Background: an optimization exercise with open tools, aiming at small area, a short achievable clock period and few clock cycles per item. Do not read the settings as production practice.
At most, simulation tests tie the RTL to the original design; equivalence was not proved.
For run 2, only the layout was checked, not whether the RTL still works.
Power and IR drop assume default switching activity.

==> flow/design.v, too long to show whole: its modules and the start of the top module <==
// module tdm_slot_timer_unit: 3082 lines
module tdm_slot_timer_unit (
   input  logic        clock,
   input  logic        reset,
   input  logic        req_valid,
   output logic        req_ready,
   input  logic [47:0] req_now_time,
   output logic        rsp_valid,
   input  logic        rsp_ready,
   output logic [1:0]  rsp_current_slot,
   output logic        rsp_is_own,
   output logic [48:0] rsp_next_own_start,
   output logic [32:0] rsp_wait_time,
   output logic        rsp_error,
   input  logic        csr_we,
   input  logic [2:0]  csr_index,
   input  logic [15:0] csr_wdata
);
  // ...
==> flow/flow/run.sh <==
#!/bin/bash
# Standard layout, with these changes to how it is made:
#  - ports are buffered with buf_4 cells;
#  - the repair steps aim at a larger setup margin but work on the worst
#    endpoints only;
#  - clock tree sinks are clustered in larger groups.
set -euo pipefail
bash standard.sh SETUP_SLACK_MARGIN=6.5 TNS_END_PERCENT=5 \
  CTS_CLUSTER_SIZE=30 CTS_CLUSTER_DIAMETER=100 \
  BUFFER_PORTS_ARGS="-buffer_cell sky130_fd_sc_hd__buf_4" finish > standard.log 2>&1
==> flow/standard.sh <==
#!/bin/bash
# synth_recipe.tcl (not shown) runs the flow's synth.tcl, then flattens the netlist and writes it again
# the make line also repeats each setting of config.mk as NAME=value (left out here)
make -C /OpenROAD-flow-scripts/flow DESIGN_CONFIG=/design/flow/config.mk WORK_HOME=/design/flow/orfs CLKGATE_MAP_FILE= SYNTH_SCRIPT=/design/flow/synth_recipe.tcl "${@:-finish}"
==> flow/config.mk <==
export PLATFORM = sky130hd
export DESIGN_NAME = tdm_slot_timer_unit
export DESIGN_NICKNAME = tdm_slot_timer_unit
export VERILOG_FILES = /design/flow/design.v
export SDC_FILE = /design/flow/constraint.sdc
export NUM_CORES = 4
export LEC_CHECK = 0
export CAP_MARGIN = 20
export CORE_MARGIN = 2
export CORE_UTILIZATION = 40
export SLEW_MARGIN = 20
==> flow/constraint.sdc <==
create_clock -name core_clock -period 10.0 [get_ports {clock}]
set_input_delay 2.0000 -clock core_clock [delete_from_list [all_inputs] [get_ports {clock}]]
set_output_delay 2.0000 -clock core_clock [all_outputs]
set_load 0.01 [all_outputs]
==> reports/qor.txt, run 1 <==
run status: no timing/DRC/antenna violations
met1 wire length: 81900 um
fin cells: 8449
CTS root buffer: clkbuf_16
Hold Path Cell Cnt: 0
Post-Synth Adder-Cell Area: 19.5%
reg2reg end: r5[4]
Post-synth EDFFs: 117
Slowest-stage cell, CP: a211oi_2
sequential cell count: 1351
final WL: 183000 um
max reg flops: 69
hold_sp: n8[47]
DRC Markers: 0
Post-Place Cells: 8248
CTS tree: built
CTS Sinks: 1351
RSZ-0062 raised after global routing: true
GR met2 Demand/Resource: 34.3%
Mapped Area: 64100 um^2
# Taps: 2072
nets: 7295
Worst-Skew Late Latency: 0.76 ns
Post-DP Area: 67900 um^2
slew margin rel.: 15.0%
CP startpoint kind: flip-flop
combinational share of power: 55.1%
met2 WL post-DR: 82500 um
Pwr Density: 321 nW/um^2
Largest delay share family, worst path: compound AO/OA/AOI/OAI gates
Hold Path Sink: n9[47]
Placement Rows: 146
initial DRC count: 3070
Testbench counts, summed over its fixed seeds: cycles 8,144, items 8,000.
==> run 2, diff against run 1 <==
--- a/flow/design.v
+++ b/flow/design.v
@@ -2694,17 +2694,18 @@
    wire [15:0] cmp3_s = cmp3_p ^ {cmp3_G1279, cmp3_G1278, cmp3_G1277, cmp3_G1276, cmp3_G1275, cmp3_G1274, cmp3_G1273, cmp3_G1268, cmp3_G1267, cmp3_G1266, cmp3_G1265, cmp3_G1258, cmp3_G1257, cmp3_G1249, cmp3_g[0], 1'b0};
    wire cmp3_co = cmp3_G1280;
    assign g0 = phi & cmp0_co;
    assign g1 = phi & cmp1_co & (cm1 >= 2'd1);
    assign g2 = phi & cmp2_co & (cm1 >= 2'd2);
    assign g3 = phi & cmp3_co & (cm1 == 2'd3);
    assign pcur = g0 ? 2'd0 : g1 ? 2'd1 : g2 ? 2'd2 : g3 ? 2'd3 : cm1;
    assign plap = ~((g0 & (own >= 2'd1)) | (g1 & (own >= 2'd2)) | (g2 & (own == 2'd3)));
-   assign pown = (pcur == own) & ~err;
+   wire gown = (own == 2'd0) ? g0 : (own == 2'd1) ? g1 : (own == 2'd2) ? g2 : g3;
+   assign pown = plap & (gown | (~(g0 | g1 | g2 | g3) & (cm1 == own))) & ~err;
    assign pfz  = n15[15:0] == 16'd0;
    wire [17:0] ada_x = {2'b0, ooff};
    wire [17:0] ada_y = {2'b11, ~pr};
    wire [17:0] ada_g = ada_x & ada_y;
    wire [17:0] ada_p = ada_x ^ ada_y;
    wire ada_G1281 = ada_g[1] | (ada_p[1] & (ada_g[0] | (ada_p[0] & pfz)));
    wire ada_G1282 = ada_g[3] | (ada_p[3] & ada_g[2]);
    wire ada_P1282 = ada_p[3] & ada_p[2];
@@ -2975,16 +2976,17 @@
       hwait_n = hwait;
       hcnt_n  = hcnt - 5'd1;
       if (head) begin
          hwait_n = ~leave;
          hcnt_n  = 5'd16;
       end
    end
    logic [68:0] out_q;
+   logic        out_e;     
    always_ff @(posedge clock) begin
       if (reset) begin
          v0 <= 1'b0;
          v1 <= 1'b0;
          v2 <= 1'b0;
          v3 <= 1'b0;
          v4 <= 1'b0;
          v5 <= 1'b0;
@@ -3066,17 +3068,18 @@
       sc <= pcur;
       so <= pown;
       sz <= ~phi | err;
       sf <= pfz;
       sd <= pd;
    end
    always_ff @(posedge clock) begin
       if (out_free) out_q <= res;
+      if (out_free) out_e <= err;
       if (take & again) ih_n <= req_now_time;
    end
    assign rsp_valid          = out_v;
    assign rsp_current_slot   = out_q[68:67];
    assign rsp_is_own         = out_q[66];
    assign rsp_next_own_start = {out_q[65:33], 16'd0};
    assign rsp_wait_time      = out_q[32:0];
-   assign rsp_error          = err;
+   assign rsp_error          = out_e;
 endmodule
==> flow/flow/run.sh (replaced) <==
#!/bin/bash
# Standard layout, with these changes to how it is made:
#  - ports are buffered with buf_4 cells;
#  - the repair steps aim at a larger setup margin but work on the worst
#    endpoints only;
#  - clock tree sinks are clustered in larger groups.
set -euo pipefail
bash standard.sh SETUP_SLACK_MARGIN=6.5 TNS_END_PERCENT=5 \
  CTS_CLUSTER_SIZE=25 CTS_CLUSTER_DIAMETER=100 \
  BUFFER_PORTS_ARGS="-buffer_cell sky130_fd_sc_hd__buf_4" finish > standard.log 2>&1
==> run 2 against run 1 <==
Compared with the run above:
- still clean
- first-iteration DRC count up 0.42%
- clock power up 7.7%
- total power up 1.1%
- wire length down 1.7%
- global-route usage down 0.27 points
- setup slack worse by 0.020 ns
- sequential cell count up 1
- cell count up 2.1%
- sequential power down 0.8%
- synthesized cell count up 1.2%
- combinational power about the same
- critical endpoint is now r15[8]
- highest routed layer unchanged
==> reports/qor.txt, run 2 <==
H-Tree Depth: 3
final period utilization: 35.8%
dpl hpwl: 129000 um
combinational share of power: 54.9% (-0.2 points)
CTS Sinks: 1352 (+0.074%)
vias in the first global route: 45014
P_sw: 9.77 mW
most frequent cells in the layout: 1213 x dfxtp_1, 713 x ha_1, 444 x nand2_1
slew margin rel.: 20.7% (+5.7 points)
Final Setup Violations: 0
Arr. time, crit path: 4.15 ns
hold_sp: n1[32]
Synth area leader: dfxtp_1
Vias: 46066
kind of end point of the critical path: flip-flop
Min Clock Period, post-route: 3.58 ns
io pins: 160
Util after Layout: 45.3%
dpl ws: 5.24 ns
run status: no timing/DRC/antenna violations
grt total ovfl: 0
Sw Share: 41.9%
CP startpoint kind: flip-flop
1st-pass router iterations: 5
Setup CP Type: reg2reg
commonest non-fill, non-tap cell in the layout: dfxtp_1
setup TNS: 0 ns
Fin. Hold Viols: 0
Yosys reg bits: 1352
drt wl/cell: 20.9 um
commonest cells in the netlist: 1234 x dfxtp_1, 715 x ha_1, 445 x nand2_1
initial antenna violation count: 8
register clock-pin slew on the reported worst setup and hold paths: 0.11 ns
Post-Syn Instances: 6164
Netlist cell types: 94
syn avg cell area: 10.5 um^2
gr usage total: 21.3%
Synthesis Warnings: 1
Crit Path Max Fanout: 25
Placement Rows: 147 (+0.68%)
DRC Markers: 0 (unchanged)
Worst Setup SP: c3[2]
area share of the largest cell type after synthesis: 38.2%
Detail Route Antenna Nets: 0
top-count cell post-synth: dfxtp_1
R2R depth: 13
Seq/Total Area, Yosys: 43.6%
Reg power frac: 31.2%
first-pass GRT wire length: 269000 um
max reg flops: 69 (unchanged)
Post-synth EDFFs: 118 (+0.85%)
setup ws final: 6.42 ns
register with the most flip-flops: out_q
f_max: 0.280 GHz
Internal Power: 13.5 mW
total of max-cap violations: 0
deepest clock path buffer count: 3
FF-to-FF Start: c3[2]
top cells by area, synth: dfxtp_1 38%, ha_1 14%, fa_1 5.8%
Worst-Skew Late Latency: 0.71 ns (-0.05 ns)
Die Area: 165000 um^2
final WL: 180000 um (-1.7%)
final max-slew violation count: 0
GPL Wtd Cong: 0.899
RSZ-0062 raised after global routing: true
Leak Pwr: 30.8 nW
hold_buf cts: 0
fill count: 14866
CTS tree: built
clock power share: 13.9%
Critical Path RT: 10.58 ns
worst-margin pin slew: 1.19 ns
largest net degree at the start of global routing: 91
initial DRC count: 3083 (+0.42%)
Initial Util: 40.3%
Pwr Density: 320 nW/um^2 (-0.13%)
Setup Skew: 0.0431 ns
Die Wd: 406 um
total core area: 161000 um^2
fraction of layout cells with a size suffix above 1: 10.6%
peak supply drop: 0.154 mV
ys async rst share: 0%
CTS root buffer: clkbuf_16
Hold WC Path Type: reg2reg
number of vias per cell: 5.34
ys flop type: dfxtp_1
I/O Buffers: 143
cts bufs inserted: 70
synth-to-layout area growth: 12.3%
Die Y: 406 um
nets: 7403 (+1.5%)
Mapped Area: 64700 um^2 (+1.1%)
Hold Path Cell Cnt: 0 (unchanged)
run 2: cell types whose count changed after synthesis, sizes merged, moves of 21 or more:
| cell | before | now |
|---|---|---|
| nor2 | 390 | 438 |
| a22oi | 35 | 6 |
| mux2i | 170 | 214 |
| nor3 | 116 | 137 |
| inv | 304 | 277 |
| xor2 | 149 | 170 |
| o21a | 103 | 68 |
| clkbuf | 123 | 96 |
| a22o | 27 | 2 |
| nand2 | 391 | 445 |
run 2: what timing repair did:
item                                    4_1_cts  5_1_grt
gates cloned                                  9        4
resized for setup                            87       96
buffers inserted                             50       46
endpoints found under the setup margin      242      216
pin swaps                                    25       33
run 2: path summary, 6_finish.rpt:
check,endpoint,slack (ns)
min reg2reg,n2[32],0.31
min,n2[32],0.31
max,r15[8],6.42
max reg2reg,r15[8],6.42
run 2: area by class of cell:
cell class              count  area [um^2]  share of cell area [%]
repair buffers            316         2640                    3.64
diodes                      2         5.00                 0.00689
well taps                2160         2700                    3.72
inverters                 278         1080                    1.48
flip-flops and latches   1352        28300                    38.9
clock buffers              97         1930                    2.66
multi-input cells        4410        35800                    49.3
clock inverters            14          233                   0.320
run 2: metal layers:
metal	routed length, um	up-vias	track usage, %
met5	15	-	0
met4	6270	2	7.28
met3	9880	233	3.11
met2	80700	1007	33.9
met1	83100	22497	29.6
li1	-	22327	-
run 2: critical path: stages, from the launching register on:
cell and delay [ns]:
dfxtp_1 0.36, buf_8 0.21, clkinvlp_4 0.22, buf_12 0.18
ha_1 0.27, nor2b_1 0.14, o31a_1 0.26, o41a_1 0.43
o211ai_1 0.20, buf_4 0.16, a31oi_1 0.17, a41oi_2 0.25
buf_12 0.21, mux2_2 0.35
run 2: stage by stage:
step,instance area [um^2],instances,power (mW),hold WS [ns]
CTS,71900,8577,23.0,0.302
detailed placement,68700,8407,19.2,0.312
global route,72700,8627,25.1,0.313
global placement,68600,8407,18.9,0.310
finish,72700,8629,23.3,0.308
floorplan,64800,6179,16.3,0.310
run 2: cell families after synthesis:
group / synth area share (%)
AO/OA/AOI/OAI: 13.5
flip-flops: 43.6
multiplexers: 4.72
XOR/XNOR: 5.14
adder cells (fa/ha/maj): 19.6
buffers and inverters: 2.67
other: 0.00579
AND/OR/NAND/NOR: 10.7
run 2: power groups by stage:
stage	Sequential (mW)	Combinational [mW]	Clock, mW
6_report	7.27	12.8	3.23
5_1_grt	7.35	14.3	3.50
4_1_cts	7.26	12.4	3.32
3_5_place_dp	7.37	11.8	0
3_3_place_gp	7.38	11.5	0
2_1_floorplan	6.99	9.31	0

==> afterwards: timing with drivers on the ports <==
The flow's constraints put no driver on any port. The routed layouts listed below were extracted and timed again, unchanged, in two steps.
Step 1 sets driving cells, clkbuf_16 on the clock port and buf_2 on the other inputs (assumed; they add their load-dependent delay and slew).
Step 2 times the ports against the registers' clock, not the clock port: input delays grow and output delays shrink by t, the midpoint of the rising clock arrivals with the driver on.
Slacks: ideal / step 1 / step 2; pairs: ideal / step 1.
run	shift t [ns]	setup WS [ns]	worst register clock-pin slew, ns	pins driven straight from the clock port
run 1	0.800	6.443 / 6.412 / 5.912	0.12 / 0.12	1
run 2	0.767	6.423 / 6.423 / 5.715	0.11 / 0.11	1
After both steps every run listed still meets setup and hold. For run 2, which loses most, drivers alone change the setup slack by 0.000 ns; drivers and shift together by -0.708 ns.
